What follows belongs to an exercise in optimizing a design on an open flow for small area; a production flow would make more cautious choices. At most, simulation tests tie the RTL to the original design; equivalence was not proved. Only the layout flow was run in run 5; the RTL was not checked for function there. Power figures rest on the tool's default switching activity, not on a simulated workload.

### flow/design.v
`default_nettype none
package khf_pkg;
    localparam int NUM_HOTKEYS = 4;
    localparam int CFG_IDX_W   = 3;
    localparam int CFG_DATA_W  = 20;
    localparam logic [1:0] KV_RELEASE = 2'd0;
    localparam logic [1:0] KV_PRESS   = 2'd1;
    localparam logic [1:0] KV_REPEAT  = 2'd2;
    localparam logic [7:0] K_BACKSPACE  = 8'd14;
    localparam logic [7:0] K_LEFTCTRL   = 8'd29;
    localparam logic [7:0] K_LEFTSHIFT  = 8'd42;
    localparam logic [7:0] K_RIGHTSHIFT = 8'd54;
    localparam logic [7:0] K_LEFTALT    = 8'd56;
    localparam logic [7:0] K_CAPSLOCK   = 8'd58;
    localparam logic [7:0] K_RIGHTCTRL  = 8'd97;
    localparam logic [7:0] K_RIGHTALT   = 8'd100;
    localparam logic [7:0] K_DELETE     = 8'd111;
    localparam logic [7:0] K_LEFTMETA   = 8'd125;
    localparam logic [7:0] K_RIGHTMETA  = 8'd126;
endpackage
`default_nettype wire
`default_nettype none
module khf_hotkey_match (
    input  logic [19:0] i_hotkey,    
    input  logic [7:0]  i_code,
    input  logic [3:0]  i_mods,
    output logic        o_hit
);
    logic [7:0] alt_key;
    logic [7:0] main_key;
    logic [3:0] mask;
    assign {alt_key, main_key, mask} = i_hotkey;
    assign o_hit = (main_key != 8'd0) &&
                   ((i_code == main_key) || ((alt_key != 8'd0) && (i_code == alt_key))) &&
                   (i_mods == mask);
endmodule
`default_nettype wire
`default_nettype none
module key_event_hotkey_filter (
    input  logic        i_clk,
    input  logic        i_rst_n,
    input  logic        i_cfg_we,
    input  logic [2:0]  i_cfg_index,
    input  logic [19:0] i_cfg_data,
    input  logic        i_valid,
    output logic        o_stall,
    input  logic        i_is_key_event,
    input  logic [9:0]  i_key_code,
    input  logic [1:0]  i_key_value,
    output logic        o_valid,
    input  logic        i_stall,
    output logic [1:0]  o_action,
    output logic [1:0]  o_hotkey_index,
    output logic        o_caps_lock_on,
    output logic        o_refresh_wait,
    output logic        o_text_candidate,
    output logic        o_word_reset
);
    localparam logic [63:0] MOD_CODE = {8'd126, 8'd125, 8'd97, 8'd29,
                                        8'd54, 8'd42, 8'd100, 8'd56};
    logic [79:0] r_hotkey;
    logic        r_s1_valid;
    logic        r_s1_ok;       
    logic [7:0]  r_s1_code;
    logic [1:0]  r_s1_val;
    logic [255:0] r_swal;
    logic [7:0]   r_held;       
    logic         r_caps;
    logic         r_oms;
    logic         r_rp;
    logic        r_out_valid;
    logic [1:0]  r_out_action;
    logic [1:0]  r_out_index;
    logic        r_out_refresh;
    logic        r_out_text;
    logic        r_out_wreset;
    logic        out_ready;
    logic        s1_advance;
    logic        active;
    logic        rel, press, prep;
    logic [7:0]  mod_sel;
    logic        is_mod;
    logic [7:0]  held_upd;
    logic [3:0]  mods;
    logic [3:0]  hit;
    logic        hit_any;
    logic [1:0]  hit_idx;
    logic        swal_rd;
    logic        drop;
    logic        hk;
    logic        fwd;
    logic        wr_code;
    assign out_ready  = !r_out_valid || !i_stall;
    assign s1_advance = r_s1_valid && out_ready;
    assign o_stall    = r_s1_valid && !out_ready;
    assign active     = s1_advance && r_s1_ok;
    assign rel   = (r_s1_val == 2'd0);
    assign press = (r_s1_val == 2'd1);
    assign prep  = (r_s1_val == 2'd1) || (r_s1_val == 2'd2);
    always_comb begin
        for (int m = 0; m < 8; m++) begin
            mod_sel[m]  = (r_s1_code == MOD_CODE[m*8 +: 8]);
            held_upd[m] = mod_sel[m] ? (r_s1_val == 2'd3 ? r_held[m] : !rel) : r_held[m];
        end
    end
    assign is_mod  = |mod_sel;
    assign mods[0] = held_upd[0] || held_upd[1];
    assign mods[1] = held_upd[2] || held_upd[3];
    assign mods[2] = held_upd[4] || held_upd[5];
    assign mods[3] = held_upd[6] || held_upd[7];
    genvar gi;
    generate
        for (gi = 0; gi < 4; gi++) begin : g_match
            khf_hotkey_match u_match (
                .i_hotkey (r_hotkey[gi*20 +: 20]),
                .i_code   (r_s1_code),
                .i_mods   (mods),
                .o_hit    (hit[gi])
            );
        end
    endgenerate
    assign hit_any = |hit;
    assign hit_idx = hit[0] ? 2'd0 : hit[1] ? 2'd1 : hit[2] ? 2'd2 : 2'd3;
    logic [15:0] row_dec, col_dec;
    logic [15:0] row_n, col_n, row_set_n;
    logic [15:0] row_rd;
    logic        swal_wr;
    logic [255:0] swal_nx;
    assign swal_wr = active && (rel || hk);
    always_comb begin
        for (int j = 0; j < 16; j++) begin
            row_dec[j]   = (r_s1_code[7:4] == 4'(j));
            col_dec[j]   = (r_s1_code[3:0] == 4'(j));
            row_n[j]     = !(!i_rst_n || (swal_wr && row_dec[j]));
            row_set_n[j] = !(i_rst_n && swal_wr && press && row_dec[j]);
            col_n[j]     = !(!i_rst_n || col_dec[j]);
        end
    end
    always_comb begin
        for (int j = 0; j < 16; j++) begin
            for (int k = 0; k < 16; k++) begin
                swal_nx[j*16+k] = !((row_set_n[j] || col_n[k]) &&
                                    !((row_n[j] || col_n[k]) && r_swal[j*16+k]));
            end
        end
    end
    always_ff @(posedge i_clk) begin
        r_swal <= swal_nx;
    end
    always_comb begin
        for (int j = 0; j < 16; j++) begin
            row_rd[j] = 1'b0;
            for (int k = 0; k < 16; k++) begin
                row_rd[j] = row_rd[j] || (col_dec[k] && r_swal[j*16+k]);
            end
        end
        swal_rd = 1'b0;
        for (int j = 0; j < 16; j++) begin
            swal_rd = swal_rd || (row_dec[j] && row_rd[j]);
        end
    end
    assign drop    = rel && swal_rd;
    assign hk      = press && hit_any;
    assign fwd     = !drop && !hk;
    assign wr_code = (r_s1_code == 8'd14) || (r_s1_code == 8'd111);
    always_ff @(posedge i_clk) begin
        if (!i_rst_n) begin
            r_hotkey    <= '0;
            r_s1_valid  <= 1'b0;
            r_out_valid <= 1'b0;
            r_held      <= '0;
            r_caps      <= 1'b0;
            r_oms       <= 1'b0;
            r_rp        <= 1'b0;
        end else begin
            if (i_cfg_we && !i_cfg_index[2]) begin
                r_hotkey[i_cfg_index[1:0]*20 +: 20] <= i_cfg_data;
            end
            if (!o_stall) begin
                r_s1_valid <= i_valid;
            end
            if (out_ready) begin
                r_out_valid <= r_s1_valid;
            end
            if (active) begin
                r_held <= held_upd;
                if (press && r_s1_code == 8'd58) begin
                    r_caps <= !r_caps;
                end
                if (fwd) begin
                    if (press && is_mod) begin
                        r_oms <= 1'b1;
                    end else if (rel && is_mod) begin
                        if (mods == 4'd0 && r_oms) begin
                            r_rp <= 1'b1;
                        end
                    end else if (press) begin
                        r_rp  <= 1'b0;
                        r_oms <= 1'b0;
                    end
                end
            end
        end
    end
    always_ff @(posedge i_clk) begin
        if (!o_stall) begin
            r_s1_ok   <= i_is_key_event && (i_key_code[9:8] == 2'b00);
            r_s1_code <= i_key_code[7:0];
            r_s1_val  <= i_key_value;
        end
        if (out_ready) begin
            r_out_action  <= !r_s1_ok ? 2'd0 : drop ? 2'd1 : hk ? 2'd2 : 2'd0;
            r_out_index   <= (r_s1_ok && hk) ? hit_idx : 2'd0;
            r_out_refresh <= r_s1_ok && fwd && press && !is_mod && r_rp;
            r_out_wreset  <= r_s1_ok && fwd && prep && wr_code;
            r_out_text    <= r_s1_ok && fwd && prep && !wr_code && !(mods[0] || mods[2] || mods[3]);
        end
    end
    assign o_valid          = r_out_valid;
    assign o_action         = r_out_action;
    assign o_hotkey_index   = r_out_index;
    assign o_caps_lock_on   = r_caps;
    assign o_refresh_wait   = r_out_refresh;
    assign o_text_candidate = r_out_text;
    assign o_word_reset     = r_out_wreset;
endmodule
`default_nettype wire
### flow/run.sh
#!/bin/bash
# synth_recipe.tcl (not shown) runs the flow's synth.tcl, then flattens the netlist and writes it again
# the make line also repeats each setting of config.mk as NAME=value (left out here)
make -C /OpenROAD-flow-scripts/flow DESIGN_CONFIG=/design/flow/config.mk WORK_HOME=/design/flow/orfs CLKGATE_MAP_FILE= SYNTH_SCRIPT=/design/flow/synth_recipe.tcl finish
### flow/config.mk
export PLATFORM = sky130hd
export DESIGN_NAME = key_event_hotkey_filter
export DESIGN_NICKNAME = key_event_hotkey_filter
export VERILOG_FILES = /design/flow/design.v
export SDC_FILE = /design/flow/constraint.sdc
export NUM_CORES = 4
export LEC_CHECK = 0
export ABC_AREA = 1
export CAP_MARGIN = 20
export CORE_MARGIN = 2
export CORE_UTILIZATION = 40
export SLEW_MARGIN = 20
### flow/constraint.sdc
create_clock -name core_clock -period 10.0 [get_ports {i_clk}]
set_input_delay 2.0000 -clock core_clock [delete_from_list [all_inputs] [get_ports {i_clk}]]
set_output_delay 2.0000 -clock core_clock [all_outputs]
set_load 0.01 [all_outputs]
==> results of run 1 <==
==> how the worst max path moves through the flow <==
stage / from / to / cells after the start
floorplan: i_stall / o_stall / 2
global placement: i_cfg_index[0] / r_hotkey[10] / 10
detailed placement: i_cfg_index[0] / r_hotkey[0] / 12
CTS: i_stall / o_stall / 4
global route: r_s1_code[0] / r_swal[214] / 19
finish: r_s1_code[2] / r_swal[210] / 19
==> logic make-up (layout without fill, tap and decap cells) <==
kind of cell,Yosys count,in the layout
AO/OA/AOI/OAI,210,210
XOR/XNOR,46,46
adder cells (fa/ha/maj),10,10
AND/OR/NAND/NOR,2155,2155
buffers and inverters,347,337
flip-flops,367,367
multiplexers,7,7
==> worst max-delay path, cell delays in order, from the launching register on <==
cell	delay, ns
edfxtp_1	0.90
nand2_4	0.28
nor2_4	0.85
nand2_1	0.17
nand2_1	0.10
nand2_1	0.10
inv_1	0.08
nand2_2	0.10
nand2_1	0.10
nand2_1	0.06
nor2_1	0.13
nand3_1	0.11
nand2_1	0.16
o21ai_4	0.10
nand2_4	0.32
nand2_4	0.11
nor2_8	0.64
buf_12	0.61
nand3_1	0.16
nand2_1	0.11
==> final cells by class <==
cell class              count  area, sq um  share of cell area [%]
repair buffers            101          911                    4.06
clock buffers              58         1220                    5.46
multi-input cells        2428        11000                    49.0
clock inverters            19          330                    1.47
well taps                 672          841                    3.75
flip-flops and latches    367         7530                    33.6
inverters                 159          604                    2.70
==> where the power goes <==
part | total, mW | internal (mW) | switching [mW]
Clock | 1.73 | 1.05 | 0.685
Combinational | 0.383 | 0.0985 | 0.284
Sequential | 1.50 | 1.49 | 0.0185
Total | 3.62 | 2.63 | 0.988
==> cell usage after synthesis (all sizes together), types with 15 or more instances <==
cell    count
a21oi      84
buf        79
clkbuf    109
dfxtp     349
edfxtp     18
inv       153
nand2    1525
nand3     339
nand4      50
nor2      205
o21ai      73
o22ai      23
xnor2      31
xor2       15
==> metal layers <==
layer  wire [um]  vias up
met5           0        -
met4        3000        0
met3        5080      186
met2       33600      816
met1       30800     9523
li1            -     9865
==> state kept, by name (all words and copies together), names as in the netlist, 2 cells and up <==
signal,count
r_swal,256
r_hotkey,80
r_held,8
r_s1_code,8
r_out_action,2
r_out_index,2
r_s1_val,2
==> cells in the final DEF (no fill, tap or decap), drive strengths merged, types with 2 or more instances in the layout <==
cell type and instances:
o211ai 6, mux2i 7, and2 2, nand4 50, dfxtp 349, a221o 2, bufinv 7, a31oi 6
xor2 15, nand3 339, edfxtp 18, buf 52, a22oi 9, a21oi 84, clkdlybuf4s50 49, ha 10
o22ai 23, clkinv 18, xnor2 31, inv 153, or2 7, nor4 12, a32oi 2, nand2 1525
nor2 205, nor3 13, o21ai 73, clkbuf 58
==> metrics by stage <==
step / instance area, sq um / utilization [%] / hold WS, ns
3_5_place_dp: 20800 / 41.8 / 0.432
6_report: 22400 / 44.9 / 0.443
4_1_cts: 22400 / 44.9 / 0.445
5_1_grt: 22400 / 44.9 / 0.455
3_3_place_gp: 20800 / 41.8 / 0.427
2_1_floorplan: 20100 / - / 0.419
==> run notes, run 1 <==
* Clk sink count at 367
* CORE AREA at 49900 sq um
* Final hold vios at 0
* Htree depth at 2
* Area contributors post-synth: dfxtp_1 35%, nand2_1 28%, nand3_1 8.2%
* Total Routing Usage GR at 27.4%
* RSZ-0062 raised after global routing: false
* Post-placement cell count at 3726
* Hold Path Depth at 2
* Post-CTS sizing at 0
* Net Count, Synth at 3193
* Fillers at 5219
* R2R cell count at 19
* Asr flop ratio synth at 0%
* Cell Count, Final, Fillers Out at 3804
* Met2 Usage GRT at 45.3%
* Post-Synth Simple-Gate Area at 45.4%
* CP Capture Type: register
* CTS Buf Count at 44
* XOR/XNOR share of the synthesized area at 2.01%
* Die Wd at 228 um
* Post-Syn Area per Cell at 6.38 sq um
* Syn Inst Count at 3142
* LEAKAGE at 10.2 nW
* Number of nets in the layout at 3152
* Initial antenna violation count at 0
* Syn Std Cell Area at 20100 sq um
* # hold bufs at CTS at 0
* Grt peak-use layer: met2
* Number of remaining DRC errors at 0
* R2r setup slk at 4.48 ns
* Adder-Cell Fraction of Synth Area at 0.624%
* Worst Hold Class: reg2reg
* First-pass GRT wire length at 112000 um
* Pins Over Slew Limit at 0
* I/O pin total at 51
* Number of flops mapped to enable cells by yosys at 18
* Worst Max-Slew Pin Slew at 1.08 ns
* Grt ovf at 0
* Largest family of logic cells by synthesized area: simple AND/OR/NAND/NOR gates
* Slew headroom at 28.1%
* Critical path class: reg2reg
* Min cycle time layout at 5.52 ns
* Layout area overhead at 11.8%
* Seq/Total Area, Yosys at 37.5%
* WHS Endpoint: r_swal[138]
* Dpl hpwl at 46100 um
* Count of final setup violators at 0
* Seq cells post-synth at 367
* Overall Power at 3.62 mW
* Met1 Use GR at 36.1%
* Post-CTS Setup Inserts at 0
* Fmax at 181 MHz
* CP Data Arrival Time at 6.04 ns
* Hold path startpoint: r_swal[138]
* CTS tree: done
* MaxCap Viol Count at 0
* 1st-pass router iterations at 6
* Worst-path clk slew at 0.06 ns
* TNS Setup at 0 ns
* Maximum VDD drop at 0.000113 V
* Clk buf depth at 3
* Area share of the largest cell type after synthesis at 34.8%
* Worst reg2reg startpoint: r_s1_code[2]
* Fin worst setup slack at 4.48 ns
* DR iter-0 viols at 2132
* Vias per cell at 5.36
* Number of inserted diodes at 0
* Ys flop type: dfxtp_1
* Ys Warns at 1
* Starting Density at 40.2%
* Power Density at 161 nW/um^2
* Cell taking the most area after synthesis: dfxtp_1
* Status: finished clean
* Root Buffer: clkbuf_16
* Drt total wl at 72400 um
* Crit path required time at 10.52 ns
* GR Util met3 at 3.62%
* DR WL/cell at 19.0 um
* CP max FO at 197
* Die Span Y at 228 um
* IO buf count at 50
* Gpl congestion at 1.01
* Number of global-route vias before repair at 19100
* Worst-Skew Late Latency at 0.60 ns
* Core Rows at 82
* DRT antenna net count at 0
* Mux share of post-synthesis cell area at 0.349%
* Final clock skew at 0.0294 ns
* Die area at 51900 sq um
* Fraction of the mapped netlist area in compound gates at 5.83%
* Yosys cell types at 48
* DR vias at 20400
* Dpl ws at 4.03 ns
* Final period util at 55.2%
* Share of cells above drive strength 1 at 7.18%
* Largest net degree at the start of global routing at 198
* Critical path launch point type: register
* RR Endpoint: r_swal[210]
==> run 2: changes to the inputs <==
==> flow/flow/run.sh (new file) <==
#!/bin/bash
# Layout flow: the standard synthesis, then the combinational logic is
# re-mapped for area with an area-oriented ABC script (registers untouched),
# then the standard layout from floorplan to finish.
set -euo pipefail
W=$(pwd)
P=${FLOW_PLATFORM:-sky130hd}
R=$W/orfs/results/$P/key_event_hotkey_filter/base
LIB=$FLOW_HOME/platforms/$P/lib/sky130_fd_sc_hd__tt_025C_1v80.lib

bash standard.sh synth > $W/flow_1_std_synth.log 2>&1

cp $R/1_2_yosys.v $W/std_1_2_yosys.v
export REMAP_LIB=$LIB REMAP_TOP=$FLOW_TOP
export REMAP_IN=$W/std_1_2_yosys.v REMAP_OUT=$W/remap_1_2_yosys.v
export REMAP_ABC=$W/flow/abc_area.script REMAP_STAT=$W/remap_stat.txt
export REMAP_SEQ="$(awk '/^ *cell *\(/{match($0,/"[^"]*"/); c=substr($0,RSTART+1,RLENGTH-2)} /^ *(ff|latch|statetable) *\(/{print c}' $LIB | sort -u | tr '\n' ' ')"
export REMAP_DONTUSE="$(sed -n '/DONT_USE_CELLS += /,/^#/p' $FLOW_HOME/platforms/$P/config.mk | grep -o 'sky130_fd_sc_hd__[a-z0-9_]*' | tr '\n' ' ')"
${YOSYS_EXE:-yosys} -c $W/flow/remap.tcl > $W/flow_2_remap.log 2>&1

sleep 1
cp $W/remap_1_2_yosys.v $R/1_2_yosys.v
touch $R/1_2_yosys.v

bash standard.sh > $W/flow_3_std_layout.log 2>&1
==> flow/flow/abc_area.script (new file) <==
&get -n
&st
&dch -f
&nf -a -R 1000
&put
==> flow/flow/remap.tcl (new file) <==
# Re-map the combinational logic of the standard synthesis netlist for area.
# The registers (their instances, names and cell types) are kept as they are.
yosys -import
set lib $::env(REMAP_LIB)
set in  $::env(REMAP_IN)
set out $::env(REMAP_OUT)
set script $::env(REMAP_ABC)
set seqcells $::env(REMAP_SEQ)
set dontuse $::env(REMAP_DONTUSE)

read_liberty -ignore_miss_func $lib
foreach c $seqcells { blackbox $c }
read_verilog -defer $in
hierarchy -top $::env(REMAP_TOP)
flatten
hierarchy -top $::env(REMAP_TOP)
opt_clean -purge
read_liberty -lib -overwrite $lib
stat
set du {}
foreach c $dontuse { lappend du -dont_use $c }
abc -script $script -liberty $lib {*}$du
opt_clean -purge
setundef -zero
splitnets
opt_clean -purge
hilomap -singleton -hicell sky130_fd_sc_hd__conb_1 HI -locell sky130_fd_sc_hd__conb_1 LO
insbuf -buf sky130_fd_sc_hd__buf_4 A X
check -assert -mapped
tee -o $::env(REMAP_STAT) stat -liberty $lib
write_verilog -noattr -nohex -nodec $out
==> flow/standard.sh (new file) <==
#!/bin/bash
# synth_recipe.tcl (not shown) runs the flow's synth.tcl, then flattens the netlist and writes it again
# the make line also repeats each setting of config.mk as NAME=value (left out here)
make -C /OpenROAD-flow-scripts/flow DESIGN_CONFIG=/design/flow/config.mk WORK_HOME=/design/flow/orfs CLKGATE_MAP_FILE= SYNTH_SCRIPT=/design/flow/synth_recipe.tcl "${@:-finish}"
removed: flow/run.sh
==> run notes, run 2 <==
* Largest register by flop count: r_swal
* Critical path class: reg2reg
* Power Density at 181 nW/um^2 (+12%)
* CP Data Arrival Time at 6.32 ns (+0.28 ns)
* Critical-path cell list: buf_4, nand2_1, nor3_1, nand2_1, o21ai_0, o21ai_0, nor2_1, o22ai_1, a2111oi_0, nor4_1, nand2b_1, a21oi_1, buf_4, a21boi_0, buf_4, o21ai_0, o21ai_0
* Die area at 38200 sq um (-27%)
* 1st-pass router iterations at 7 (+1)
* Clk sink count at 367 (unchanged)
* Buf/Inv on CP at 3 (+1)
* Share of cells above drive strength 1 at 7.68% (+0.50 points)
* Maximum VDD drop at 0.000119 V (+5.6%)
* Starting Density at 40.3% (+0.090 points)
* Most common cell after layout, fill and taps aside: o21ai_0
* Total Routing Usage GR at 27.0% (-0.46 points)
* Overall Power at 3.16 mW (-13%)
* Most frequent cells in the layout: 587 x o21ai_0, 349 x dfxtp_1, 111 x nand2_1
* Layout area overhead at 19.4%
* Syn Std Cell Area at 14700 sq um (-27%)
* DR vias at 14100 (-31%)
* Number of inserted diodes at 0 (unchanged)
* Syn Inst Count at 1650 (-47%)
* Largest regs: r_swal x256, r_hotkey x80
* Slew headroom at 23.4% (-4.7 points)
* Htree depth at 2 (unchanged)
* Ys Warns at 1 (unchanged)
* Reported net switching power at 0.790 mW (-20%)
* CP max FO at 17 (-91%)
* Final clock skew at 0.0208 ns (-0.00863 ns)
* LEAKAGE at 6.04 nW (-41%)
* Crit path max-delay family: simple AND/OR/NAND/NOR gates
* Fmax at 170 MHz (-6.3%)
* Number of nets in the layout at 1833 (-42%)
* RSZ-0062 raised after global routing: false
* CP max stage delay at 0.92 ns (+0.02 ns)
* Clk buf depth at 3 (unchanged)
* Count of final setup violators at 0 (unchanged)
* Worst-Skew Late Latency at 0.57 ns (-0.03 ns)
* Crit path required time at 10.43 ns (-0.09 ns)
* Net Count, Synth at 1691 (-47%)
* R2r setup slk at 4.11 ns (-0.37 ns)
* CTS Buf Count at 40 (-9.1%)
* Seq pwr share at 47.5% (+5.9 points)
* CP Capture Type: register
* Min cycle time layout at 5.89 ns (+0.368 ns)
* CTS tree: done
* Initial antenna violation count at 0 (unchanged)
* DR WL/cell at 22.8 um (+20%)
* # hold bufs at CTS at 0 (unchanged)
* CORE AREA at 36300 sq um (-27%)
* IO buf count at 50 (unchanged)
* Post-route cell area at 17500 sq um (-22%)
* Number of global-route vias before repair at 13000 (-32%)
* Number of remaining DRC errors at 0 (unchanged)
* Worst Hold Class: reg2reg
* Final hold vios at 0 (unchanged)
* Status: finished clean
* Pins Over Slew Limit at 0 (unchanged)
* Dpl hpwl at 31000 um (-33%)
* Die Wd at 195 um (-14%)
* Vias per cell at 6.17 (+15%)
* Area after DPL at 16300 sq um (-22%)
* Int Power at 2.37 mW (-9.7%)
* Critical path launch point type: register
* DRT antenna net count at 0 (unchanged)
* Root Buffer: clkbuf_16
* DR iter-0 viols at 1301 (-39%)
* Logic pwr share at 7.5% (-3.1 points)
* Switching share of power at 25.0% (-2.3 points)
* Post-CTS Setup Inserts at 0 (unchanged)
* Drt total wl at 52200 um (-28%)
* Grt ovf at 0 (unchanged)
* Final period util at 58.9% (+3.7 points)
* Largest net degree at the start of global routing at 90 (-55%)
* Clock share of power at 44.9% (-3.0 points)
* Worst-path clk slew at 0.06 ns (about the same)
* TNS Setup at 0 ns (unchanged)
* I/O pin total at 51 (unchanged)
* Post-CTS sizing at 0 (unchanged)
* Max reg flops at 256 (unchanged)
* Worst Max-Slew Pin Slew at 1.14 ns (+0.0624 ns)
* Core Rows at 70 (-15%)
* Most used cell, CP: o21ai_0
* Slowest cell on crit path: nor3_1
* Die Span Y at 195 um (-14%)
* Gpl congestion at 0.863 (-14%)
* Post-Syn Area per Cell at 8.88 sq um (+39%)
* First-pass GRT wire length at 79300 um (-29%)
* MaxCap Viol Count at 0 (unchanged)
==> run 2: worst paths after layout <==
| check | from | depth (start not counted) | endpoint |
|---|---|---|---|
| worst max register to register | r_s1_code[4] | 17 | r_swal[76] |
| worst max-delay path | r_s1_code[4] | 17 | r_swal[76] |
| worst min-delay path | r_swal[0] | 1 | r_swal[0] |
| worst min register to register | r_swal[0] | 1 | r_swal[0] |
==> run 2: worst register-to-register path: stages (launching register included) <==
cell,delay (ns)
edfxtp_1,0.33
buf_4,0.32
nand2_1,0.25
nor3_1,0.92
nand2_1,0.20
o21ai_0,0.20
o21ai_0,0.12
nor2_1,0.56
o22ai_1,0.17
a2111oi_0,0.78
nor4_1,0.18
nand2b_1,0.31
a21oi_1,0.20
buf_4,0.30
a21boi_0,0.36
buf_4,0.28
o21ai_0,0.15
o21ai_0,0.11
==> run 2: final cells by class <==
| cell class | instances | area (sq um) |
|---|---|---|
| Clock inverter | 5 | 35.0 |
| Tap cell | 468 | 586 |
| Clock buffer | 67 | 1200 |
| Fill cell | 3443 | 18900 |
| Timing Repair Buffer | 100 | 871 |
| Multi-Input combinational cell | 1274 | 7240 |
| Sequential cell | 367 | 7530 |
| Inverter | 9 | 33.8 |
==> run 2: layer usage <==
layer	part of all wire, %	global-route usage, %	vias to the layer above
li1	-	-	6595
met1	44	37.9	6833
met2	44	42.2	594
met3	8.8	4.72	102
met4	2.8	8.62	0
met5	0	0	-
==> run 2: per-stage QoR <==
stage	util [%]	worst slack (ns)	cells	hold WS (ns)
3_5_place_dp	44.7	4.33	2218	0.451
4_1_cts	48.1	4.29	2290	0.459
3_3_place_gp	44.7	4.34	2218	0.431
2_1_floorplan	-	4.67	1650	0.424
6_report	48.1	4.11	2290	0.459
5_1_grt	48.1	3.71	2290	0.464
==> run 2: power groups by stage <==
stage	Clock, mW	Sequential, mW	Combinational [mW]
finish	1.42	1.50	0.239
global route	1.51	1.51	0.253
CTS	1.44	1.50	0.234
detailed placement	0	1.54	0.233
global placement	0	1.54	0.231
floorplan	0	1.54	0.103
==> run 3: changes to the inputs <==
--- a/flow/design.v
+++ b/flow/design.v
@@ -61,5 +61,4 @@
     logic [79:0] r_hotkey;
     logic        r_s1_valid;
-    logic        r_s1_ok;       
     logic [7:0]  r_s1_code;
     logic [1:0]  r_s1_val;
@@ -70,9 +69,6 @@
     logic         r_rp;
     logic        r_out_valid;
-    logic [1:0]  r_out_action;
-    logic [1:0]  r_out_index;
-    logic        r_out_refresh;
-    logic        r_out_text;
-    logic        r_out_wreset;
+    logic [3:0]  r_out_res;
+    logic        out_fwd;
     logic        out_ready;
     logic        s1_advance;
@@ -94,5 +90,5 @@
     assign s1_advance = r_s1_valid && out_ready;
     assign o_stall    = r_s1_valid && !out_ready;
-    assign active     = s1_advance && r_s1_ok;
+    assign active     = s1_advance;
     assign rel   = (r_s1_val == 2'd0);
     assign press = (r_s1_val == 2'd1);
@@ -204,24 +200,35 @@
     end
     always_ff @(posedge i_clk) begin
-        if (!o_stall) begin
-            r_s1_ok   <= i_is_key_event && (i_key_code[9:8] == 2'b00);
-            r_s1_code <= i_key_code[7:0];
-            r_s1_val  <= i_key_value;
-        end
-        if (out_ready) begin
-            r_out_action  <= !r_s1_ok ? 2'd0 : drop ? 2'd1 : hk ? 2'd2 : 2'd0;
-            r_out_index   <= (r_s1_ok && hk) ? hit_idx : 2'd0;
-            r_out_refresh <= r_s1_ok && fwd && press && !is_mod && r_rp;
-            r_out_wreset  <= r_s1_ok && fwd && prep && wr_code;
-            r_out_text    <= r_s1_ok && fwd && prep && !wr_code && !(mods[0] || mods[2] || mods[3]);
-        end
-    end
+        if (!i_rst_n) begin
+            r_s1_code <= '0;
+            r_s1_val  <= '0;
+            r_out_res <= '0;
+        end else begin
+            if (!o_stall) begin
+                r_s1_code <= i_key_code[7:0];
+                r_s1_val  <= (i_is_key_event && (i_key_code[9:8] == 2'b00)) ? i_key_value : 2'd3;
+            end
+            if (out_ready) begin
+                if (drop) begin
+                    r_out_res <= 4'b0001;
+                end else if (hk) begin
+                    r_out_res <= {hit_idx, 2'b10};
+                end else begin
+                    r_out_res <= {prep && wr_code,
+                                  prep && !wr_code && !(mods[0] || mods[2] || mods[3]),
+                                  press && !is_mod && r_rp,
+                                  press && !is_mod && r_rp};
+                end
+            end
+        end
+    end
+    assign out_fwd = (r_out_res[1] == r_out_res[0]);
     assign o_valid          = r_out_valid;
-    assign o_action         = r_out_action;
-    assign o_hotkey_index   = r_out_index;
+    assign o_action         = {r_out_res[1] && !r_out_res[0], r_out_res[0] && !r_out_res[1]};
+    assign o_hotkey_index   = (r_out_res[1] && !r_out_res[0]) ? r_out_res[3:2] : 2'd0;
     assign o_caps_lock_on   = r_caps;
-    assign o_refresh_wait   = r_out_refresh;
-    assign o_text_candidate = r_out_text;
-    assign o_word_reset     = r_out_wreset;
+    assign o_refresh_wait   = r_out_res[1] && r_out_res[0];
+    assign o_text_candidate = out_fwd && r_out_res[2];
+    assign o_word_reset     = out_fwd && r_out_res[3];
 endmodule
 `default_nettype wire
--- a/flow/flow/run.sh
+++ b/flow/flow/run.sh
@@ -23,3 +23,6 @@
 touch $R/1_2_yosys.v
 
-bash standard.sh > $W/flow_3_std_layout.log 2>&1
+# layout: no dummy loads in the clock tree, small clock buffers, and the
+# smallest buffer on the ports
+CTS="-sink_clustering_enable -repair_clock_nets -dont_use_dummy_load -buf_list sky130_fd_sc_hd__clkbuf_8 -sink_clustering_size 16 -sink_clustering_max_diameter 60"
+bash standard.sh "CTS_ARGS=$CTS" "BUFFER_PORTS_ARGS=-buffer_cell sky130_fd_sc_hd__buf_1" finish > $W/flow_3_std_layout.log 2>&1
--- a/flow/config.mk
+++ b/flow/config.mk
@@ -7,6 +7,6 @@
 export LEC_CHECK = 0
 export ABC_AREA = 1
-export CAP_MARGIN = 20
+export CAP_MARGIN = 10
 export CORE_MARGIN = 2
-export CORE_UTILIZATION = 40
-export SLEW_MARGIN = 20
+export CORE_UTILIZATION = 55
+export SLEW_MARGIN = 10
==> run notes, run 3 <==
* Status: finished clean
* RSZ-0062 raised after global routing: false
* Htree depth at 2 (unchanged)
* Area after DPL at 15800 sq um (-2.7%)
* DR WL/cell at 24.6 um (+7.7%)
* Fin worst setup slack at 3.83 ns (-0.277 ns)
* Starting Density at 56.3% (+16 points)
* Critical-path cell list: nor2b_1, nor3b_1, nand2_1, o21ai_0, o21ai_0, nor2_1, o21ai_0, nor4_1, a31oi_1, o211ai_1, and2_0, or2_0, and2_0, nand4_1, o21ai_0
* Ys Warns at 1 (unchanged)
* Critical path launch point type: register
* CP Data Arrival Time at 6.65 ns (+0.33 ns)
* Maximum VDD drop at 0.000127 V (+6.1%)
* # hold bufs at CTS at 0 (unchanged)
* 1st-pass router iterations at 7 (unchanged)
* Core Rows at 59 (-16%)
* DR iter-0 viols at 2015 (+55%)
* Worst-Skew Late Latency at 0.58 ns (about the same)
* Net Count, Synth at 1752 (+3.6%)
* Number of nets in the layout at 1886 (+2.9%)
* Critical path class: reg2reg
* Largest net degree at the start of global routing at 78 (-13%)
* Root Buffer: clkbuf_8
* Worst-path clk slew at 0.10 ns (+0.04 ns)
* Final clock skew at 0.0828 ns (+0.0620 ns)
* Fmax at 162 MHz (-4.5%)
* Post-CTS Setup Inserts at 0 (unchanged)
* Share of cells above drive strength 1 at 6.13% (-1.6 points)
* DR vias at 14700 (+4.0%)
* Final hold vios at 0 (unchanged)
* Most used cell, CP: o21ai_0
* IO buf count at 50 (unchanged)
* Clk sink count at 363 (-1.1%)
* I/O pin total at 51 (unchanged)
* Initial antenna violation count at 0 (unchanged)
* DRT antenna net count at 0 (unchanged)
* CP max stage delay at 0.86 ns (-0.06 ns)
* Power Density at 155 nW/um^2 (-15%)
* Total Routing Usage GR at 37.7% (+11 points)
* Syn Inst Count at 1711 (+3.7%)
* Final period util at 61.7% (+2.8 points)
* Worst Hold Class: reg2reg
* Post-route cell area at 16300 sq um (-7.0%)
* Clk buf depth at 3 (unchanged)
* CTS tree: done
* Number of inserted diodes at 0 (unchanged)
* Grt ovf at 0 (unchanged)
* Worst Max-Slew Pin Slew at 1.18 ns (+0.0425 ns)
* Min cycle time layout at 6.17 ns (+0.277 ns)
* Post-CTS sizing at 0 (unchanged)
* Largest register by flop count: r_swal
* Gpl congestion at 0.922 (+6.9%)
* Largest regs: r_swal x256, r_hotkey x80
* Die area at 28100 sq um (-26%)
* Die Span Y at 168 um (-14%)
* TNS Setup at 0 ns (unchanged)
* CTS Buf Count at 34 (-15%)
* Post-Syn Area per Cell at 8.62 sq um (-2.9%)
* Slowest cell on crit path: dfxtp_1
* Number of global-route vias before repair at 13900 (+6.9%)
* Most common cell after layout, fill and taps aside: o21ai_0
* MaxCap Viol Count at 0 (unchanged)
* Dpl hpwl at 33500 um (+8.1%)
* Most frequent cells in the layout: 609 x o21ai_0, 363 x dfxtp_1, 142 x nor2_1
* Crit path required time at 10.48 ns (+0.05 ns)
* Vias per cell at 6.74 (+9.3%)
* CORE AREA at 26200 sq um (-28%)
* CP Capture Type: register
* Number of remaining DRC errors at 0 (unchanged)
* Layout area overhead at 10.3%
* Dpl ws at 3.96 ns (-0.373 ns)
* Count of final setup violators at 0 (unchanged)
* Slew headroom at 20.8% (-2.5 points)
* CP max FO at 17 (unchanged)
* Hold WS at 0.449 ns (-0.00943 ns)
* First-pass GRT wire length at 82000 um (+3.5%)
* Drt total wl at 53500 um (+2.5%)
* Fillers at 2460 (-29%)
* Max reg flops at 256 (unchanged)
* LEAKAGE at 5.51 nW (-8.7%)
* Pins Over Slew Limit at 0 (unchanged)
* Syn Std Cell Area at 14800 sq um (+0.68%)
* Die Wd at 168 um (-14%)
## run 3: critical path, delay by kind of cell, from the launching register on
kind             cells  cell delay [ns]
AO/OA/AOI/OAI        6             1.18
AND/OR/NAND/NOR      9             4.07
flip-flops           1             0.86
## run 3: layer usage
layer	up-vias	global-route usage [%]	part of all wire, %
met5	-	0	0
met4	0	20.1	5.6
met3	196	6.24	11
met2	837	59.9	45
met1	6917	49.3	39
li1	6735	-	-
## run 3: metrics by stage
step / power (mW) / util, % / cells
after floorplan: 1.64 / - / 1711
final: 2.51 / 62.1 / 2178
after global routing: 2.59 / 62.1 / 2178
after detailed placement: 1.75 / 60.3 / 2144
after CTS: 2.51 / 62.1 / 2178
after global placement: 1.75 / 60.3 / 2144
## run 3: final cells by class
cell class,count,area (sq um),area share (%)
Sequential cell,363,7270,44.6
Tap cell,335,419,2.58
Multi-Input combinational cell,1339,7520,46.2
Inverter,5,18.8,0.115
Clock buffer,34,468,2.88
Timing Repair Buffer,102,582,3.57
## run 3: where the power goes
part	switching, mW	total, mW	leakage [nW]	internal (mW)
sequential	0.0167	1.48	2.93	1.46
clock	0.482	0.787	0.244	0.306
combinational	0.182	0.249	2.34	0.0670
## run 3: path summary, 6_finish.rpt
kind,startpoint,end,slack (ns),depth (start not counted)
worst min-delay path,r_swal[0],r_swal[0],0.45,1
worst max-delay path,r_s1_code[4],r_swal[252],3.83,15
worst min register to register,r_swal[0],r_swal[0],0.45,1
worst max register to register,r_s1_code[4],r_swal[252],3.83,15
==> run 4: changes to the inputs <==
--- a/flow/flow/run.sh
+++ b/flow/flow/run.sh
@@ -25,4 +25,4 @@
 # layout: no dummy loads in the clock tree, small clock buffers, and the
 # smallest buffer on the ports
-CTS="-sink_clustering_enable -repair_clock_nets -dont_use_dummy_load -buf_list sky130_fd_sc_hd__clkbuf_8 -sink_clustering_size 16 -sink_clustering_max_diameter 60"
+CTS="-sink_clustering_enable -repair_clock_nets -dont_use_dummy_load -buf_list sky130_fd_sc_hd__clkbuf_4 -sink_clustering_size 10 -sink_clustering_max_diameter 40"
 bash standard.sh "CTS_ARGS=$CTS" "BUFFER_PORTS_ARGS=-buffer_cell sky130_fd_sc_hd__buf_1" finish > $W/flow_3_std_layout.log 2>&1
==> run notes, run 4 <==
* Dpl ws at 3.96 ns (unchanged)
* Syn Std Cell Area at 14800 sq um (unchanged)
* Pins Over Slew Limit at 0 (unchanged)
* Largest regs: r_swal x256, r_hotkey x80
* Die Span Y at 168 um (unchanged)
* Die area at 28100 sq um (unchanged)
* Post-CTS Setup Inserts at 0 (unchanged)
* CP Data Arrival Time at 6.83 ns (+0.18 ns)
* Fmax at 161 MHz (-0.80%)
* Max reg flops at 256 (unchanged)
* Most used cell, CP: o21ai_0
* DR iter-0 viols at 2040 (+1.2%)
* Critical-path cell list: nor2b_1, nor3b_1, nand2_1, o21ai_0, o21ai_0, nor2_1, o21ai_0, nor4_1, a31oi_1, o211ai_1, and2_0, or2_0, and2_0, nand4_1, o21ai_0
* Most common cell after layout, fill and taps aside: o21ai_0
* Dpl hpwl at 33500 um (unchanged)
* CORE AREA at 26200 sq um (unchanged)
* RR Endpoint: r_swal[252]
* WHS Endpoint: r_swal[0]
* Final clock skew at 0.0618 ns (-0.0209 ns)
* Power Density at 151 nW/um^2 (-2.3%)
* Fin worst setup slack at 3.78 ns (-0.0495 ns)
* I/O pin total at 51 (unchanged)
* Vias per cell at 6.77 (+0.44%)
* MaxCap Viol Count at 0 (unchanged)
* Post-Syn Area per Cell at 8.62 sq um (unchanged)
* R2R cell count at 15 (unchanged)
* CTS Buf Count at 50 (+47%)
* Total Routing Usage GR at 37.9% (+0.26 points)
* Number of nets in the layout at 1902 (+0.85%)
* Post-CTS sizing at 0 (unchanged)
* Slowest cell on crit path: dfxtp_1
* Starting Density at 56.3% (unchanged)
* TNS Setup at 0 ns (unchanged)
* IO buf count at 50 (unchanged)
* Critical path launch point type: register
* CP max stage delay at 0.87 ns (about the same)
* Grt ovf at 0 (unchanged)
* CP Capture Type: register
* CTS tree: done
* Core Rows at 59 (unchanged)
* Final hold vios at 0 (unchanged)
* Htree depth at 2 (unchanged)
* DR vias at 14900 (+1.2%)
* Clk buf depth at 3 (unchanged)
* DR WL/cell at 24.5 um (-0.21%)
* Most frequent cells in the layout: 609 x o21ai_0, 363 x dfxtp_1, 142 x nor2_1
* Net Count, Synth at 1752 (unchanged)
* Min cycle time layout at 6.22 ns (+0.0495 ns)
* Clk sink count at 363 (unchanged)
* Status: finished clean
* DRT antenna net count at 0 (unchanged)
* Number of global-route vias before repair at 14100 (+1.2%)
* RSZ-0062 raised after global routing: false
* Worst Max-Slew Pin Slew at 1.20 ns (+0.0129 ns)
* Final period util at 62.2% (+0.50 points)
* Ys Warns at 1 (unchanged)
* Layout area overhead at 9.73%
* Worst-Skew Late Latency at 0.73 ns (+0.15 ns)
* Drt total wl at 53800 um (+0.57%)
* Worst-path clk slew at 0.11 ns (about the same)
* Count of final setup violators at 0 (unchanged)
* Maximum VDD drop at 0.000104 V (-18%)
* Hold WS at 0.454 ns (+0.00441 ns)
* Hold path startpoint: r_swal[0]
* LEAKAGE at 5.50 nW (-0.26%)
* Largest net degree at the start of global routing at 78 (unchanged)
* Worst Hold Class: reg2reg
* Number of remaining DRC errors at 0 (unchanged)
* Largest register by flop count: r_swal
* Die Wd at 168 um (unchanged)
* Buf/Inv on CP at 0 (unchanged)
* Gpl congestion at 0.922 (unchanged)
* # hold bufs at CTS at 0 (unchanged)
* Initial antenna violation count at 2 (+2)
* First-pass GRT wire length at 82400 um (+0.53%)
* Worst reg2reg startpoint: r_s1_code[4]
* Syn Inst Count at 1711 (unchanged)
* R2r setup slk at 3.78 ns (-0.05 ns)
* Root Buffer: clkbuf_4
* Slew headroom at 19.9% (-0.93 points)
* 1st-pass router iterations at 8 (+1)
* Crit path max-delay family: simple AND/OR/NAND/NOR gates
* Critical path class: reg2reg
* CP max FO at 17 (unchanged)
* Hold Path Depth at 1 (unchanged)
* Share of cells above drive strength 1 at 6.94% (+0.81 points)
* Crit path required time at 10.61 ns (+0.13 ns)
## run 4: worst max path at each step
| stage | from | to | slack (ns) | cells after the start |
|---|---|---|---|---|
| 3_5_place_dp | r_s1_code[4] | r_swal[233] | 3.96 | 15 |
| 2_1_floorplan | r_s1_code[0] | r_swal[1] | 5.00 | 17 |
| 5_1_grt | r_s1_code[4] | r_swal[252] | 3.47 | 15 |
| 4_1_cts | r_s1_code[4] | r_swal[137] | 3.93 | 15 |
| 3_3_place_gp | r_s1_code[4] | r_swal[92] | 4.25 | 15 |
| 6_report | r_s1_code[4] | r_swal[252] | 3.78 | 15 |
## run 4: worst register-to-register path: stages (launching register included)
cell and delay [ns]:
dfxtp_1 0.87, nor2b_1 0.35, nor3b_1 0.60, nand2_1 0.20, o21ai_0 0.17, o21ai_0 0.15, nor2_1 0.49, o21ai_0 0.18
nor4_1 0.38, a31oi_1 0.11, o211ai_1 0.18, and2_0 0.32, or2_0 0.26, and2_0 0.75, nand4_1 0.74, o21ai_0 0.41
## run 4: stage by stage
| step | power [mW] | instances | util (%) | cell area (sq um) |
|---|---|---|---|---|
| after floorplan | 1.64 | 1711 | - | 14800 |
| after global placement | 1.75 | 2144 | 60.3 | 15800 |
| after detailed placement | 1.75 | 2144 | 60.3 | 15800 |
| after CTS | 2.43 | 2194 | 61.8 | 16200 |
| after global routing | 2.52 | 2195 | 61.8 | 16200 |
| final | 2.44 | 2195 | 61.8 | 16200 |
## run 4: area by class of cell
class | instances | area (sq um)
Antenna cell | 1 | 2.50
Multi-Input combinational cell | 1339 | 7520
Sequential cell | 363 | 7270
Timing Repair Buffer | 102 | 582
Clock buffer | 50 | 375
Inverter | 5 | 18.8
Tap cell | 335 | 419
Fill cell | 2467 | 10000
## run 4: routing by layer
metal / global-route usage [%] / part of all wire [%]
met1: 49.0 / 39
met2: 60.6 / 45
met3: 6.83 / 10
met4: 20.1 / 5.7
met5: 0 / 0.033
## run 4: power breakdown
part | switching, mW | internal [mW] | total [mW]
Combinational | 0.182 | 0.0670 | 0.249
Clock | 0.487 | 0.229 | 0.716
Sequential | 0.0166 | 1.46 | 1.48
Total | 0.686 | 1.76 | 2.44
==> run 5: changes to the inputs <==
--- a/flow/design.v
+++ b/flow/design.v
@@ -119,5 +119,5 @@
     assign hit_idx = hit[0] ? 2'd0 : hit[1] ? 2'd1 : hit[2] ? 2'd2 : 2'd3;
     logic [15:0] row_dec, col_dec;
-    logic [15:0] row_n, col_n, row_set_n;
+    logic [15:0] row_n, col_n, row_s_n, col_s_n;
     logic [15:0] row_rd;
     logic        swal_wr;
@@ -126,9 +126,10 @@
     always_comb begin
         for (int j = 0; j < 16; j++) begin
-            row_dec[j]   = (r_s1_code[7:4] == 4'(j));
-            col_dec[j]   = (r_s1_code[3:0] == 4'(j));
-            row_n[j]     = !(!i_rst_n || (swal_wr && row_dec[j]));
-            row_set_n[j] = !(i_rst_n && swal_wr && press && row_dec[j]);
-            col_n[j]     = !(!i_rst_n || col_dec[j]);
+            row_dec[j] = (r_s1_code[7:4] == 4'(j));
+            col_dec[j] = (r_s1_code[3:0] == 4'(j));
+            row_n[j]   = !(!i_rst_n || (swal_wr && row_dec[j]));
+            col_n[j]   = !(!i_rst_n || col_dec[j]);
+            row_s_n[j] = !(i_rst_n && swal_wr && row_dec[j]);
+            col_s_n[j] = !(press && col_dec[j]);
         end
     end
@@ -136,5 +137,5 @@
         for (int j = 0; j < 16; j++) begin
             for (int k = 0; k < 16; k++) begin
-                swal_nx[j*16+k] = !((row_set_n[j] || col_n[k]) &&
+                swal_nx[j*16+k] = !((row_s_n[j] || col_s_n[k]) &&
                                     !((row_n[j] || col_n[k]) && r_swal[j*16+k]));
             end
--- a/flow/config.mk
+++ b/flow/config.mk
@@ -9,4 +9,4 @@
 export CAP_MARGIN = 10
 export CORE_MARGIN = 2
-export CORE_UTILIZATION = 55
+export CORE_UTILIZATION = 65
 export SLEW_MARGIN = 10
==> run notes, run 5 <==
* Total Routing Usage GR at 43.5% (+5.6 points)
* Die Span Y at 155 um (-7.7%)
* Gpl congestion at 0.926 (+0.44%)
* Initial antenna violation count at 1 (-1)
* Fmax at 141 MHz (-12%)
* Core Rows at 55 (-6.8%)
* First-pass GRT wire length at 80900 um (-1.8%)
* Worst Max-Slew Pin Slew at 1.22 ns (+0.0209 ns)
* Largest net degree at the start of global routing at 75 (-3.8%)
* Post-Syn Area per Cell at 8.53 sq um (-1.1%)
* Final hold vios at 0 (unchanged)
* CORE AREA at 22500 sq um (-14%)
* CTS Buf Count at 46 (-8.0%)
* Drt total wl at 53200 um (-1.2%)
* DR vias at 15300 (+2.7%)
* Dpl hpwl at 32500 um (-3.1%)
* CTS tree: done
* IO buf count at 50 (unchanged)
* Vias per cell at 7.08 (+4.5%)
* 1st-pass router iterations at 8 (unchanged)
* Dpl ws at 3.20 ns (-0.763 ns)
* Most common cell after layout, fill and taps aside: o21ai_0
* Root Buffer: clkbuf_4
* Number of remaining DRC errors at 0 (unchanged)
* Critical path class: reg2reg
* Clock share of power at 28.5% (-0.8 points)
* Post-CTS sizing at 0 (unchanged)
* CP Data Arrival Time at 7.65 ns (+0.82 ns)
* Ys Warns at 1 (unchanged)
* Overall Power at 2.42 mW (-1.2%)
* Clk sink count at 363 (unchanged)
* Number of global-route vias before repair at 14300 (+1.5%)
* Net Count, Synth at 1776 (+1.4%)
* Int Power at 1.74 mW (-1.1%)
* TNS Setup at 0 ns (unchanged)
* Logic pwr share at 10.3% (about the same)
* Final period util at 70.7% (+8.6 points)
* Switching share of power at 28.0% (about the same)
* Slew headroom at 18.7% (-1.2 points)
* Fillers at 1925 (-22%)
* Hold WS at 0.448 ns (-0.00585 ns)
* Worst Hold Class: reg2reg
* Worst-path clk slew at 0.09 ns (-0.02 ns)
* Die Wd at 155 um (-7.7%)
* DR WL/cell at 24.6 um (+0.58%)
* Grt ovf at 0 (unchanged)
* DR iter-0 viols at 2170 (+6.4%)
* Die area at 24000 sq um (-15%)
* Final clock skew at 0.0998 ns (+0.0380 ns)
* Cell Count, Final, Fillers Out at 2157 (-1.7%)
* Syn Inst Count at 1735 (+1.4%)
* Crit path required time at 10.58 ns (-0.03 ns)
* Maximum VDD drop at 0.000118 V (+14%)
* # hold bufs at CTS at 0 (unchanged)
* Post-placement cell count at 2109 (-1.6%)
* Count of final setup violators at 0 (unchanged)
* Max reg flops at 256 (unchanged)
* Starting Density at 65.8% (+9.5 points)
* Share of cells above drive strength 1 at 5.93% (-1.0 points)
* Seq pwr share at 61.2% (+0.7 points)
* Largest register by flop count: r_swal
* Largest regs: r_swal x256, r_hotkey x80
* Status: finished clean
* MaxCap Viol Count at 0 (unchanged)
* Power Density at 150 nW/um^2 (-0.44%)
* Critical path launch point type: register
* Pins Over Slew Limit at 0 (unchanged)
* RSZ-0062 raised after global routing: false
* CP Capture Type: register
* Htree depth at 2 (unchanged)
* Fin worst setup slack at 2.93 ns (-0.857 ns)
* DRT antenna net count at 0 (unchanged)
* Most frequent cells in the layout: 607 x o21ai_0, 363 x dfxtp_1, 136 x nor2_1
* Worst-Skew Late Latency at 0.74 ns (about the same)
* LEAKAGE at 5.41 nW (-1.6%)
* Number of nets in the layout at 1914 (+0.63%)
* Post-CTS Setup Inserts at 0 (unchanged)
* Syn Std Cell Area at 14800 sq um (+0.32%)
* Min cycle time layout at 7.07 ns (+0.857 ns)
* Reported net switching power at 0.677 mW (-1.2%)
* Layout area overhead at 8.59%
* Clk buf depth at 3 (unchanged)
* CP max FO at 20 (+3)
* I/O pin total at 51 (unchanged)
[run 5: per-layer routing]
metal	track usage, %	up-vias	share of wire, %
li1	-	6831	-
met1	54.6	7111	35
met2	68.7	1047	44
met3	9.39	279	13
met4	27.2	0	7.4
met5	0	-	0
[run 5: area by class of cell]
cell class | count | area (sq um) | share of cell area (%)
multi-input combinational | 1362 | 7550 | 47.0
sequential | 363 | 7270 | 45.2
timing repair buffer | 94 | 526 | 3.27
tap | 285 | 357 | 2.22
clock buffer | 46 | 345 | 2.15
inverter | 6 | 22.5 | 0.140
antenna | 1 | 2.50 | 0.0156
[run 5: worst max-delay path, cell delays in order (launching register included)]
cell and delay, ns:
dfxtp_1 0.88, nand2_1 0.34, nor2_2 0.91, nand2_1 0.22, o21ai_0 0.21, o21ai_0 0.14
nor2_1 0.57, o22ai_1 0.18, a21o_1 0.18, or4_1 0.54, a31oi_1 0.43, nor2_1 0.08
buf_4 0.19, nor2_1 0.53, and3_1 0.46, nand2_1 0.68, o21ai_0 0.40
[run 5: power groups by stage]
stage          Sequential (mW)  Clock, mW  Combinational [mW]
2_1_floorplan             1.51          0               0.126
3_3_place_gp              1.51          0               0.234
3_5_place_dp              1.51          0               0.238
4_1_cts                   1.48      0.684               0.239
5_1_grt                   1.48      0.734               0.262
6_report                  1.48      0.689               0.249
[run 5: metrics by stage]
| step | util [%] | area [sq um] |
|---|---|---|
| finish | 71.4 | 16100 |
| global route | 71.4 | 16100 |
| CTS | 71.3 | 16100 |
| detailed placement | 69.8 | 15700 |
| global placement | 69.8 | 15700 |
| floorplan | - | 14800 |
[run 5: worst paths after layout]
| kind | cells past startpoint | startpoint | slack [ns] | end |
|---|---|---|---|---|
| max | 16 | r_s1_code[2] | 2.93 | r_swal[98] |
| min | 1 | r_swal[0] | 0.45 | r_swal[0] |
| max reg2reg | 16 | r_s1_code[2] | 2.93 | r_swal[98] |
| min reg2reg | 1 | r_swal[0] | 0.45 | r_swal[0] |
==> run 6: changes to the inputs <==
--- a/flow/design.v
+++ b/flow/design.v
@@ -24,4 +24,5 @@
     input  logic [19:0] i_hotkey,    
     input  logic [7:0]  i_code,
+    input  logic        i_code_nz,   
     input  logic [3:0]  i_mods,
     output logic        o_hit
@@ -31,6 +32,6 @@
     logic [3:0] mask;
     assign {alt_key, main_key, mask} = i_hotkey;
-    assign o_hit = (main_key != 8'd0) &&
-                   ((i_code == main_key) || ((alt_key != 8'd0) && (i_code == alt_key))) &&
+    assign o_hit = i_code_nz &&
+                   ((i_code == main_key) || ((i_code == alt_key) && (main_key != 8'd0))) &&
                    (i_mods == mask);
 endmodule
@@ -111,4 +112,5 @@
                 .i_hotkey (r_hotkey[gi*20 +: 20]),
                 .i_code   (r_s1_code),
+                .i_code_nz(r_s1_code != 8'd0),
                 .i_mods   (mods),
                 .o_hit    (hit[gi])
--- a/flow/flow/run.sh
+++ b/flow/flow/run.sh
@@ -14,5 +14,5 @@
 export REMAP_LIB=$LIB REMAP_TOP=$FLOW_TOP
 export REMAP_IN=$W/std_1_2_yosys.v REMAP_OUT=$W/remap_1_2_yosys.v
-export REMAP_ABC=$W/flow/abc_area.script REMAP_STAT=$W/remap_stat.txt
+export REMAP_ABC="$(ls $W/flow/abc*.script | tr "\n" " ")" REMAP_STAT=$W/remap_stat.txt
 export REMAP_SEQ="$(awk '/^ *cell *\(/{match($0,/"[^"]*"/); c=substr($0,RSTART+1,RLENGTH-2)} /^ *(ff|latch|statetable) *\(/{print c}' $LIB | sort -u | tr '\n' ' ')"
 export REMAP_DONTUSE="$(sed -n '/DONT_USE_CELLS += /,/^#/p' $FLOW_HOME/platforms/$P/config.mk | grep -o 'sky130_fd_sc_hd__[a-z0-9_]*' | tr '\n' ' ')"
==> flow/flow/abc1.script (new file) <==
&get -n
&st
&dch -f
&nf -a -R 1000
&put
==> flow/flow/abc2.script (new file) <==
&get -n
&st
&synch2
&nf -a -R 1000
&put
strash
dch -f
amap
strash
dch -f
amap
topo
==> flow/flow/abc3.script (new file) <==
&get -n
&st
&synch2
&nf -a -R 1000
&put
strash
dch -f
amap
strash
dch -f
amap
strash
dch -f
amap
topo
==> flow/flow/abc4.script (new file) <==
&get -n
&st
&syn2
&dch -f
&nf -a -R 1000
&put
strash
dch -f
amap
strash
dch -f
amap
topo
==> flow/flow/abc5.script (new file) <==
&get -n
&st
&syn2
&dch -f
&nf -a -R 1000
&put
strash
dch -f
amap
topo
==> flow/flow/abc6.script (new file) <==
&get -n
&st
&dch -f
&nf -a -R 1000
&put
strash
dch -f
amap
&get -n
&st
&dch -f
&nf -a -R 1000
&put
strash
dch -f
amap
topo
==> flow/flow/abc7.script (new file) <==
&get -n
&st
&synch2 -f
&nf -a -R 1000
&put
strash
dch -f
amap
strash
dch -f
amap
topo
--- a/flow/flow/remap.tcl
+++ b/flow/flow/remap.tcl
@@ -1,9 +1,11 @@
 # Re-map the combinational logic of the standard synthesis netlist for area.
 # The registers (their instances, names and cell types) are kept as they are.
+# Each ABC script in REMAP_ABC is tried on the same logic; the mapping with
+# the smallest cell area is kept.
 yosys -import
 set lib $::env(REMAP_LIB)
 set in  $::env(REMAP_IN)
 set out $::env(REMAP_OUT)
-set script $::env(REMAP_ABC)
+set scripts $::env(REMAP_ABC)
 set seqcells $::env(REMAP_SEQ)
 set dontuse $::env(REMAP_DONTUSE)
@@ -15,11 +17,33 @@
 flatten
 hierarchy -top $::env(REMAP_TOP)
+read_liberty -lib -overwrite $lib
 opt_clean -purge
-read_liberty -lib -overwrite $lib
-stat
+tee -o $::env(REMAP_STAT).in stat -liberty $lib
+design -save base
+
 set du {}
 foreach c $dontuse { lappend du -dont_use $c }
-abc -script $script -liberty $lib {*}$du
-opt_clean -purge
+set best_area 1e18
+set best_script ""
+foreach script $scripts {
+  design -load base
+  abc -script $script -liberty $lib {*}$du
+  opt_clean -purge
+  tee -q -o $::env(REMAP_STAT).try stat -liberty $lib
+  set fh [open $::env(REMAP_STAT).try r]
+  set txt [read $fh]
+  close $fh
+  if {[regexp {Chip area for module[^:]*:\s*([0-9.]+)} $txt -> area]} {
+    puts "REMAP $script area $area"
+    if {$area < $best_area} {
+      set best_area $area
+      set best_script $script
+      design -save best
+    }
+  }
+}
+puts "REMAP best $best_script area $best_area"
+design -load best
+
 setundef -zero
 splitnets
--- a/flow/config.mk
+++ b/flow/config.mk
@@ -9,4 +9,4 @@
 export CAP_MARGIN = 10
 export CORE_MARGIN = 2
-export CORE_UTILIZATION = 65
+export CORE_UTILIZATION = 60
 export SLEW_MARGIN = 10
removed: flow/flow/abc_area.script
==> run notes, run 6 <==
* Status: finished clean
* Starting Density at 61.0% (-4.7 points)
* Seq pwr share at 62.1% (+0.9 points)
* Htree depth at 2 (unchanged)
* Power Density at 153 nW/um^2 (+1.7%)
* Fmax at 138 MHz (-2.6%)
* CP max FO at 22 (+10%)
* Final clock skew at 0.119 ns (+0.0192 ns)
* CTS Buf Count at 47 (+2.2%)
* Reported net switching power at 0.653 mW (-3.5%)
* Share of cells above drive strength 1 at 5.79% (-0.14 points)
* Root Buffer: clkbuf_4
* CP Capture Type: register
* Grt ovf at 0 (unchanged)
* Clk sink count at 363 (unchanged)
* MaxCap Viol Count at 0 (unchanged)
* Post-layout util at 66.4% (-5.0 points)
* # hold bufs at CTS at 0 (unchanged)
* Gpl congestion at 0.896 (-3.3%)
* IO buf count at 50 (unchanged)
* Critical path launch point type: register
* Ys Warns at 1 (unchanged)
* Final period util at 72.6% (+1.9 points)
* Syn Std Cell Area at 14300 sq um (-3.5%)
* Maximum VDD drop at 0.0000930 V (-22%)
* 1st-pass router iterations at 8 (unchanged)
* Largest regs: r_swal x256, r_hotkey x80
* Layout area overhead at 8.84%
* Die area at 25100 sq um (+4.4%)
* Clk buf depth at 3 (unchanged)
* DRT antenna net count at 0 (unchanged)
* Min cycle time layout at 7.26 ns (+0.189 ns)
* Number of remaining DRC errors at 0 (unchanged)
* Worst Max-Slew Pin Slew at 1.35 ns (+0.137 ns)
* Die Wd at 158 um (+2.2%)
* Switching share of power at 27.5% (-0.54 points)
* Core Rows at 56 (+1.8%)
* Logic pwr share at 8.8% (-1.5 points)
* DR iter-0 viols at 1880 (-13%)
* Number of nets in the layout at 1839 (-3.9%)
* Vias per cell at 6.97 (-1.5%)
* Number of global-route vias before repair at 13900 (-2.7%)
* Drt total wl at 51100 um (-3.8%)
* Cell Count, Final, Fillers Out at 2118 (-1.8%)
* Count of final setup violators at 0 (unchanged)
* Most common cell after layout, fill and taps aside: o21ai_0
* Pins Over Slew Limit at 0 (unchanged)
* CTS tree: done
* Most frequent cells in the layout: 554 x o21ai_0, 363 x dfxtp_1, 179 x nor2_1
* DR vias at 14800 (-3.3%)
* Dpl ws at 2.98 ns (-0.212 ns)
* Largest net degree at the start of global routing at 92 (+23%)
* Final hold vios at 0 (unchanged)
* Largest register by flop count: r_swal
* Post-CTS sizing at 0 (unchanged)
* Slew headroom at 9.40% (-9.3 points)
* CORE AREA at 23400 sq um (+4.0%)
* LEAKAGE at 5.05 nW (-6.6%)
* CP Data Arrival Time at 7.87 ns (+0.22 ns)
* Area after DPL at 15100 sq um (-3.6%)
* First-pass GRT wire length at 78100 um (-3.5%)
* Overall Power at 2.38 mW (-1.6%)
* Initial antenna violation count at 3 (+2)
* DR WL/cell at 24.1 um (-2.1%)
* Post-CTS Setup Inserts at 0 (unchanged)
* Hold WS at 0.448 ns (+0.000733 ns)
* RSZ-0062 raised after global routing: false
* Dpl hpwl at 31300 um (-3.6%)
* Die Span Y at 158 um (+2.2%)
* Fin worst setup slack at 2.74 ns (-0.189 ns)
* Total Routing Usage GR at 40.7% (-2.8 points)
* Worst Hold Class: reg2reg
* Critical path class: reg2reg
* Net Count, Synth at 1710 (-3.7%)
* I/O pin total at 51 (unchanged)
* Max reg flops at 256 (unchanged)
* Worst-Skew Late Latency at 0.75 ns (about the same)
* Post-route cell area at 15500 sq um (-3.3%)
* Post-placement cell count at 2066 (-2.0%)
* Post-Syn Area per Cell at 8.56 sq um (+0.33%)
* Crit path required time at 10.61 ns (+0.03 ns)
* Worst-path clk slew at 0.11 ns (+0.02 ns)
* TNS Setup at 0 ns (unchanged)
* Clock share of power at 29.1% (+0.6 points)
* Syn Inst Count at 1669 (-3.8%)
* Int Power at 1.72 mW (-0.88%)
## run 6: cell types whose count changed in the layout (fill, tap and decap cells not counted), moves of 47 or more
cell      change
nand2_1      -50
a22oi_1      +50
xnor2_1      -47
o21ai_0      -53
nand3_1      -50
clkinv_1     +60
## run 6: layer usage
layer  share of wire, %  up-vias  track usage (%)
li1                   -     6664                -
met1                 37     6898             51.1
met2                 43      957             63.9
met3                 12      249             8.49
met4                7.0        0             26.4
met5                  0        -                0
## run 6: worst max-delay path, stage by stage (launching register included)
cell and delay, ns:
dfxtp_1 0.73, clkinv_1 0.78, nor3_1 0.45, clkinv_1 0.47, nor3_1 0.51, a21oi_1 0.16, nor2_1 0.48, nor2_1 0.08
a2111o_1 0.39, a2111oi_0 0.63, nor4b_1 0.19, nor2_1 0.37, o21ai_2 0.07, buf_4 0.25, or3_1 0.52, or2_0 0.67
o21ai_0 0.39
## run 6: power by group through the flow
stage	combinational [mW]	clock (mW)	sequential, mW
global route	0.223	0.743	1.48
global placement	0.196	0	1.51
floorplan	0.112	0	1.50
CTS	0.199	0.688	1.47
finish	0.210	0.691	1.48
detailed placement	0.199	0	1.51
## run 6: final timing paths
kind | startpoint | end | slack (ns) | cells past startpoint
min | r_swal[0] | r_swal[0] | 0.45 | 2
max | r_s1_code[6] | r_swal[117] | 2.74 | 16
min reg2reg | r_swal[0] | r_swal[0] | 0.45 | 2
max reg2reg | r_s1_code[6] | r_swal[117] | 2.74 | 16
## run 6: area by class of cell
| type | instances | area [sq um] |
|---|---|---|
| clock buffer | 47 | 353 |
| inverter | 67 | 253 |
| fill | 2128 | 7860 |
| multi-input combinational | 1235 | 6810 |
| sequential | 363 | 7270 |
| tap | 319 | 399 |
| timing repair buffer | 84 | 454 |
| antenna | 3 | 7.51 |

==> re-timing with driven ports <==
How much do the figures lean on ideal ports? The routed layouts below were timed once more, with nothing changed but the port constraints. Step 1 assumes that a clkbuf_16 drives the clock port and a buf_2 every other input. Step 2 moves the port delays by t, midway between the first and last clock arrival at a register: inputs arrive t later, outputs are due t later. That takes back most of the time a late clock gives input paths. a / b / c = ideal / step 1 / step 2; a / b = the first two.
run	shift t [ns]	setup slack, ns	worst setup path at the end	pins driven straight from the clock port
run 1	0.645	4.477 / 4.477 / 4.182	input to register	1
run 2	0.612	4.109 / 4.109 / 4.109	register to register	1
run 3	0.583	3.832 / 3.832 / 3.832	register to register	1
run 4	0.747	3.782 / 3.782 / 3.782	register to register	1
run 5	0.739	2.925 / 2.925 / 2.925	register to register	1
run 6	0.740	2.736 / 2.736 / 2.736	register to register	1
After both steps setup and hold are still met in every run listed. For run 1, which loses most, drivers alone change the setup slack by 0.000 ns; drivers and shift together by -0.295 ns.
